This design comes from an exercise in tuning for small area, a short achievable clock period and few clock cycles per item on the open sky130 flow, not from production work. In this exercise RTL edits were held to simulation tests only and were not proved equivalent to the original. Power and IR drop assume default switching activity.

**design/flow/design.v**
```verilog
package swx_pkg;
  localparam int MAX_HALF_WINDOW = 15;
  localparam int HALF_BITS       = 4;
  localparam int RING_DEPTH      = 2 * MAX_HALF_WINDOW + 1;
  localparam int SLOT_BITS       = $clog2(RING_DEPTH + 1);
  localparam int PRICE_BITS      = 32;
  localparam int STAMP_BITS      = 64;
  localparam int VERDICT_BITS    = 2;
  localparam logic [VERDICT_BITS-1:0] VERDICT_REGULAR = 2'd0;
  localparam logic [VERDICT_BITS-1:0] VERDICT_MINIMA  = 2'd1;
  localparam logic [VERDICT_BITS-1:0] VERDICT_MAXIMA  = 2'd2;
  localparam logic KIND_TICK  = 1'b0;
  localparam logic KIND_CLEAR = 1'b1;
  typedef struct packed {
    logic start;
    logic cmp_en;
  } judge_ctrl_t;
endpackage
module swx_ram #(
  parameter int WIDTH = 32,
  parameter int DEPTH = 31
) (
  input  logic                     clk,
  input  logic                     we,
  input  logic [$clog2(DEPTH)-1:0] waddr,
  input  logic [WIDTH-1:0]         wdata,
  input  logic                     re,
  input  logic [$clog2(DEPTH)-1:0] raddr,
  output logic [WIDTH-1:0]         rdata
);
  logic [WIDTH-1:0] mem [DEPTH];
  always_ff @(posedge clk) begin
    if (we) begin
      mem[waddr] <= wdata;
    end
    if (re) begin
      rdata <= mem[raddr];
    end
  end
endmodule
module swx_judge #(
  parameter int N = 30
) (
  input  logic signed [swx_pkg::PRICE_BITS-1:0]   now,
  input  logic [N*swx_pkg::PRICE_BITS-1:0]        past,
  input  logic [N-1:0]                            cmp_valid,
  output logic [swx_pkg::VERDICT_BITS-1:0]        verdict
);
  logic [N-1:0] lower;
  logic [N-1:0] higher;
  logic signed [swx_pkg::PRICE_BITS-1:0] held_price [N];
  always_comb begin
    for (int k = 0; k < N; k++) begin
      held_price[k] = past[k*swx_pkg::PRICE_BITS +: swx_pkg::PRICE_BITS];
      lower[k]      = cmp_valid[k] && (held_price[k] < now);
      higher[k]     = cmp_valid[k] && (held_price[k] > now);
    end
  end
  always_comb begin
    if (lower == '0) begin
      verdict = swx_pkg::VERDICT_MINIMA;
    end else if (higher == '0) begin
      verdict = swx_pkg::VERDICT_MAXIMA;
    end else begin
      verdict = swx_pkg::VERDICT_REGULAR;
    end
  end
endmodule
module sliding_window_extremum_detector
(
  input  logic                           clk,
  input  logic                           rst,
  input  logic                           in_valid,
  output logic                           in_ready,
  input  logic                           kind,
  input  logic signed [swx_pkg::PRICE_BITS-1:0]   price,
  input  logic signed [swx_pkg::STAMP_BITS-1:0]   stamp,
  output logic                           out_valid,
  input  logic                           out_ready,
  output logic [swx_pkg::VERDICT_BITS-1:0]        verdict,
  output logic signed [swx_pkg::PRICE_BITS-1:0]   price_out,
  output logic signed [swx_pkg::STAMP_BITS-1:0]   stamp_out,
  input  logic                           cfg_we,
  input  logic [swx_pkg::HALF_BITS-1:0]           cfg_data
);
  localparam int PB    = swx_pkg::PRICE_BITS;
  localparam int SB    = swx_pkg::STAMP_BITS;
  localparam int DEPTH = swx_pkg::RING_DEPTH;    
  logic [swx_pkg::HALF_BITS-1:0] half_window;
  logic [swx_pkg::HALF_BITS-1:0] half_clamped;
  logic [PB-1:0]                 win [DEPTH];     
  logic [DEPTH-1:0]              held;            
  logic [DEPTH-1:0]              cap_mask;        
  logic                          s1_valid;
  logic [SB-1:0]                 s1_stamp;
  logic                          sk_valid;
  logic [swx_pkg::VERDICT_BITS-1:0] sk_verdict;
  logic [PB-1:0]                 sk_price;
  logic [SB-1:0]                 sk_stamp;
  logic                          in_ready_r;
  logic                          accept;
  logic                          tick;
  logic                          clear;
  logic                          report;
  logic                          take;
  logic                          out_load;
  logic                          s1_to_out;
  logic                          s1_to_sk;
  logic                          sk_to_out;
  logic                          out_valid_n;
  logic                          sk_valid_n;
  logic                          s1_valid_n;
  logic [swx_pkg::VERDICT_BITS-1:0] judged;
  logic [(DEPTH-1)*PB-1:0]       past;
  assign in_ready = in_ready_r;
  assign accept   = in_valid && in_ready_r;
  assign tick     = accept && (kind == swx_pkg::KIND_TICK);
  assign clear    = accept && (kind == swx_pkg::KIND_CLEAR);
  assign take     = out_valid && out_ready;
  always_comb begin
    report = 1'b0;
    for (int k = 1; k <= swx_pkg::MAX_HALF_WINDOW; k++) begin
      if (int'(half_window) == k) begin
        report = held[k-1];
      end
    end
  end
  always_comb begin
    for (int k = 0; k < DEPTH; k++) begin
      cap_mask[k] = (k < 2 * int'(half_window) + 1);
    end
  end
  always_comb begin
    priority if (cfg_data == '0) begin
      half_clamped = swx_pkg::HALF_BITS'(1);
    end else if (cfg_data > swx_pkg::HALF_BITS'(swx_pkg::MAX_HALF_WINDOW)) begin
      half_clamped = swx_pkg::HALF_BITS'(swx_pkg::MAX_HALF_WINDOW);
    end else begin
      half_clamped = cfg_data;
    end
  end
  always_comb begin
    out_load  = !out_valid || out_ready;
    sk_to_out = out_load && sk_valid;
    s1_to_out = out_load && !sk_valid && s1_valid;
    s1_to_sk  = s1_valid && !s1_to_out && (!sk_valid || sk_to_out);
    out_valid_n = out_load ? (sk_valid || s1_valid) : 1'b1;
    sk_valid_n  = (sk_valid && !sk_to_out) || s1_to_sk;
    s1_valid_n  = (s1_valid && !s1_to_out && !s1_to_sk) || (tick && report);
  end
  always_ff @(posedge clk) begin
    if (rst) begin
      half_window <= swx_pkg::HALF_BITS'(1);
      held        <= '0;
      s1_valid    <= 1'b0;
      sk_valid    <= 1'b0;
      out_valid   <= 1'b0;
      in_ready_r  <= 1'b0;
    end else begin
      if (cfg_we) begin
        half_window <= half_clamped;
        held        <= '0;
      end else if (clear) begin
        held        <= '0;
      end else if (tick) begin
        held        <= {held[DEPTH-2:0], 1'b1} & cap_mask;
      end
      s1_valid   <= s1_valid_n;
      sk_valid   <= sk_valid_n;
      out_valid  <= out_valid_n;
      in_ready_r <= !s1_valid_n || !(out_valid_n && sk_valid_n);
    end
  end
  always_ff @(posedge clk) begin
    if (tick) begin
      win[0] <= price;
      for (int k = 1; k < DEPTH; k++) begin
        win[k] <= win[k-1];
      end
      s1_stamp <= stamp;
    end
    if (s1_to_sk) begin
      sk_verdict <= judged;
      sk_price   <= win[0];
      sk_stamp   <= s1_stamp;
    end
    if (sk_to_out) begin
      verdict   <= sk_verdict;
      price_out <= sk_price;
      stamp_out <= sk_stamp;
    end else if (s1_to_out) begin
      verdict   <= judged;
      price_out <= win[0];
      stamp_out <= s1_stamp;
    end
  end
  always_comb begin
    for (int k = 1; k < DEPTH; k++) begin
      past[(k-1)*PB +: PB] = win[k];
    end
  end
  swx_judge #(
    .N (DEPTH - 1)
  ) u_judge (
    .now       (win[0]),
    .past      (past),
    .cmp_valid (held[DEPTH-1:1]),
    .verdict   (judged)
  );
endmodule
```
**design/flow/run.sh**
```bash
#!/bin/bash
# synth_recipe.tcl (not shown) runs the flow's synth.tcl, then flattens the netlist and writes it again
# the make line also repeats each setting of config.mk as NAME=value (left out here)
make -C /OpenROAD-flow-scripts/flow DESIGN_CONFIG=/design/flow/config.mk WORK_HOME=/design/flow/orfs CLKGATE_MAP_FILE= SYNTH_SCRIPT=/design/flow/synth_recipe.tcl finish
```
**design/flow/config.mk**
```make
export PLATFORM = sky130hd
export DESIGN_NAME = sliding_window_extremum_detector
export DESIGN_NICKNAME = sliding_window_extremum_detector
export VERILOG_FILES = /design/flow/design.v
export SDC_FILE = /design/flow/constraint.sdc
export NUM_CORES = 4
export LEC_CHECK = 0
export CAP_MARGIN = 20
export CORE_MARGIN = 2
export CORE_UTILIZATION = 40
export SLEW_MARGIN = 20
```
**design/flow/constraint.sdc**
```tcl
create_clock -name core_clock -period 5.0 [get_ports {clk}]
set_input_delay 1.0000 -clock core_clock [delete_from_list [all_inputs] [get_ports {clk}]]
set_output_delay 1.0000 -clock core_clock [all_outputs]
set_load 0.01 [all_outputs]
```
==> run_results.csv <==
group,metric,value,unit
route,wl_met1,58000,um
timing,rsz0062_at_grt,"false",
yosys,syn-num-nets,5246,
clocking,cts_tree,"built",
setup_path,critPathKind,"reg2reg",
route,drtAntennaViolNets,0,
yosys,synth_top_family_by_area,"adder cells",
route,via_per_inst,5.42,
global_routing,grt.total_usage,17.5,%
timing,hold_viol_final,0,
clocking,htree_levels,4,
timing,max_slew_margin,32.8,%
pwr,pwr-share-clk,43.7,%
pwr,peakVddDrop,0.350,mV
setup_path,end_kind,"register",
route,drcViolationCount,0,
route,first_pass_iters,5,
route,met2_length,69800,um
setup_path,r2r_start,"win[0][19]",
timing,slew_viol_final,0,
route,routedWlPerCell,20.4,um
pwr,combPwrFrac,5.4,%
yosys,ys_ff_latch,1291,
setup_path,r2r_cells,13,
setup_path,cp_data_required_time,5.55,ns
pwr,power_switching,0.00532,W
yosys,synth-xor-area-share,0.228,%
finish,finish.utilization,47.4,%
finish,seq_area,38400,sq um
run_status,status,"timing/DRC/antenna clean",
finish,fill_cells,13100,
setup_path,crit_slowest_cell,"o21ai_0",
finish,fin_cells,6774,
min_path,min_to,"win[3][0]",
global_routing,grt_pass1_vias,38200,
pwr,power.leakage,27.1,nW
place,dp.final_hpwl,102000,um
clocking,cts-root-buf,"clkbuf_16",
clocking,clockBufferDepth,3,
global_routing,grt_overflow,0,
timing,fin_skew,0.0313,ns
clocking,clock_latency,0.78,ns
pwr,p_per_area,333,nW/um^2
clocking,cts.sinks,1291,
pwr,seq_power_share,50.9,%
yosys,syn_avg_cell_area,14.7,sq um
route,highest_layer,"met5",
route,wirelength,138000,um
route,num_vias,36700,
place,portBuffers,205,
yosys,synth_top_area_cell,"edfxtp_1",
yosys,synth_simple_gate_area_share,6.77,%
pwr,power,0.0240,W
yosys,synth_mux_area_share,1.57,%
route,drt-initial-drc-count,2631,
timing,tightest_slew,0.998,ns
setup_path,timing.rr.end,"verdict[1]",
die,dieHeight,396,um
finish,final_area,72100,sq um
yosys,synth_compound_area_share,8.76,%
global_routing,grt_pass1_wl,211000,um
min_path,hold_depth,0,
die,dieArea,157000,sq um
setup_path,path_cells,"clkinvlp_4 > buf_4 > ha_1 > nand2_1 > nor2_1 > nor4bb_1 > buf_4 > nand2_1 > o21ai_0 > o22ai_1 > nor4_1 > nand4_1 > o41ai_1",
die,core_area,152000,sq um
run,drv_cap,0,
min_path,hp-class,"reg2reg",
timing,setup_viol_count_final,0,
yosys,syn_inst,4180,
place,gp_congestion,0.908,
die,boundaryPins,206,
place,place_area,67400,sq um
yosys,synthAdderAreaFrac,19.5,%
yosys,netlist_area,61500,sq um
setup_path,cp-start-kind,"register",
setup_path,crit_path_max_fanout,13,
setup_path,cp.arrival,5.28,ns
setup_path,cpPeakStageDelay,0.79,ns
clocking,cts_buffers,142,
yosys,ys_types,71,
setup_path,path_buf_inv,3,
finish,layout_common_cells,"edfxtp_1, ha_1, a21oi_1",
finish,area_growth,17.2,%
timing,fmax,211,MHz
yosys,seq_area_frac_synth,62.4,%
finish,final_common_cell,"edfxtp_1",
yosys,yosysTopAreaCellShare,61.1,%
timing,period_needed,4.73,ns
yosys,synthArstFlopShare,0,%
finish,multi_input_area,22700,sq um
die,initial_core_util,40.4,%
route,wl_met3,6800,um
global_routing,antenna_found_initial,5,
finish,drive_gt1_share,8.84,%
setup_path,regToRegSetupSlack,0.27,ns
pwr,swShare,22.2,%
clocking,clk_pin_slew,0.06,ns
pwr,internal_power,0.0187,W
yosys,synthTopCellsByArea,"edfxtp_1, ha_1, a21oi_1",
min_path,min_from,"win[2][0]",
timing,setup_tns,0,ns
die,rows,143,
yosys,synth_edf_count,1252,
finish,nets,5690,
setup_path,path_delay_family,"compound AO/OA/AOI/OAI gates",
die,die_x,396,um
global_routing,grt_max_degree,123,
yosys,synth_warnings,5,
timing,period_share,94.6,%
yosys,ys.flop_type,"edfxtp_1",
place,placed_cells,6510,
==> area by class of cell <==
type	instances	area share [%]
multi-input combinational	2766	31.5
clock buffer	175	5.20
sequential	1291	53.2
antenna	5	0.0174
timing repair buffer	332	4.81
tap	2030	3.52
inverter	91	0.489
clock inverter	84	1.25
==> state kept, by name, indices dropped and copies added, names as in the netlist, 2 cells and up <==
register     cells
price_out       32
held            31
sk_verdict       2
sk_stamp        64
verdict          2
half_window      4
win            992
sk_price        32
stamp_out       64
s1_stamp        64
==> worst max path at each step <==
| stage | startpoint | endpoint | slack (ns) | depth (start not counted) |
|---|---|---|---|---|
| 2_1_floorplan | out_ready | sk_price[0] | 0.22 | 6 |
| 3_3_place_gp | win[0][19] | verdict[1] | 0.31 | 13 |
| 3_5_place_dp | win[0][19] | verdict[1] | 0.23 | 13 |
| 4_1_cts | win[0][19] | verdict[1] | 0.16 | 13 |
| 5_1_grt | win[0][19] | verdict[1] | 0.08 | 13 |
| 6_report | win[0][19] | verdict[1] | 0.27 | 13 |
==> metrics by stage <==
stage | setup slack (ns) | hold WS, ns
3_5_place_dp | 0.234 | 0.431
3_3_place_gp | 0.315 | 0.424
5_1_grt | 0.0760 | 0.438
4_1_cts | 0.158 | 0.429
2_1_floorplan | 0.223 | 0.422
6_report | 0.268 | 0.434
==> cells in the mapped netlist, drive strengths merged, types with 38 or more instances <==
library cell and number:
nor2 123, inv 91, a211oi 40, a21oi 368, a21o 90, a221oi 38
nand2 275, mux2 65, nand4 165, o21ai 176, nand3 80, dfxtp 39
edfxtp 1252, ha 960
==> metal layers <==
layer	up-vias	global-route usage (%)
met5	-	0
met4	2	5.42
met1	18100	21.3
met3	209	3.66
met2	694	30.9
li1	17700	-
==> power groups by stage <==
stage	sequential (W)	combinational, W	clock (W)
after floorplan	0.0124	0.000769	0
after global placement	0.0124	0.00126	0
after detailed placement	0.0124	0.00130	0
after CTS	0.0122	0.00131	0.0107
after global routing	0.0122	0.00147	0.0111
final	0.0122	0.00130	0.0105
==> cells by family (layout without fill, tap and decap cells) <==
logic type,count (synthesis),in the layout
mux,87,87
compound gates,879,879
fa+ha+maj,960,960
other cells,0,5
buf+inv,123,682
xor+xnor,16,16
simple gates,824,824
flops,1291,1291
==> timing repair <==
item / 4_1_cts / 5_1_grt
setup endpoints to repair: 0 / 2
gates resized for setup: 0 / 2
hold endpoints to repair: 0 / 0
buffers inserted: 0 / 0
hold buffers: 0 / 0
Testbench counts, summed over its fixed seeds: cycles 9,680, items 9,600.

[afterwards: timing with drivers on the ports]
No port has a modelled driver above. Below, the same layout with a new extraction and two added sets of constraints. Step 1, drivers: a clkbuf_16 drives clk and a buf_2 each remaining input, both assumed. Step 2 also shifts input and output timing later by t, the mid clock arrival at the registers, as if the neighbouring blocks saw the same clock. Slacks: no drivers / after step 1 / after step 2; pairs: no drivers / after step 1.
t (ns): 0.841
setup WS [ns]: 0.268 / 0.268 / 0.268
worst hold slack (ns): 0.434 / 0.434 / 0.434
worst register clock-pin slew, ns: 0.07 / 0.07
After both steps this run still meets setup and hold. The setup slack of this run moves by 0.000 ns with the drivers and by 0.000 ns with both steps.
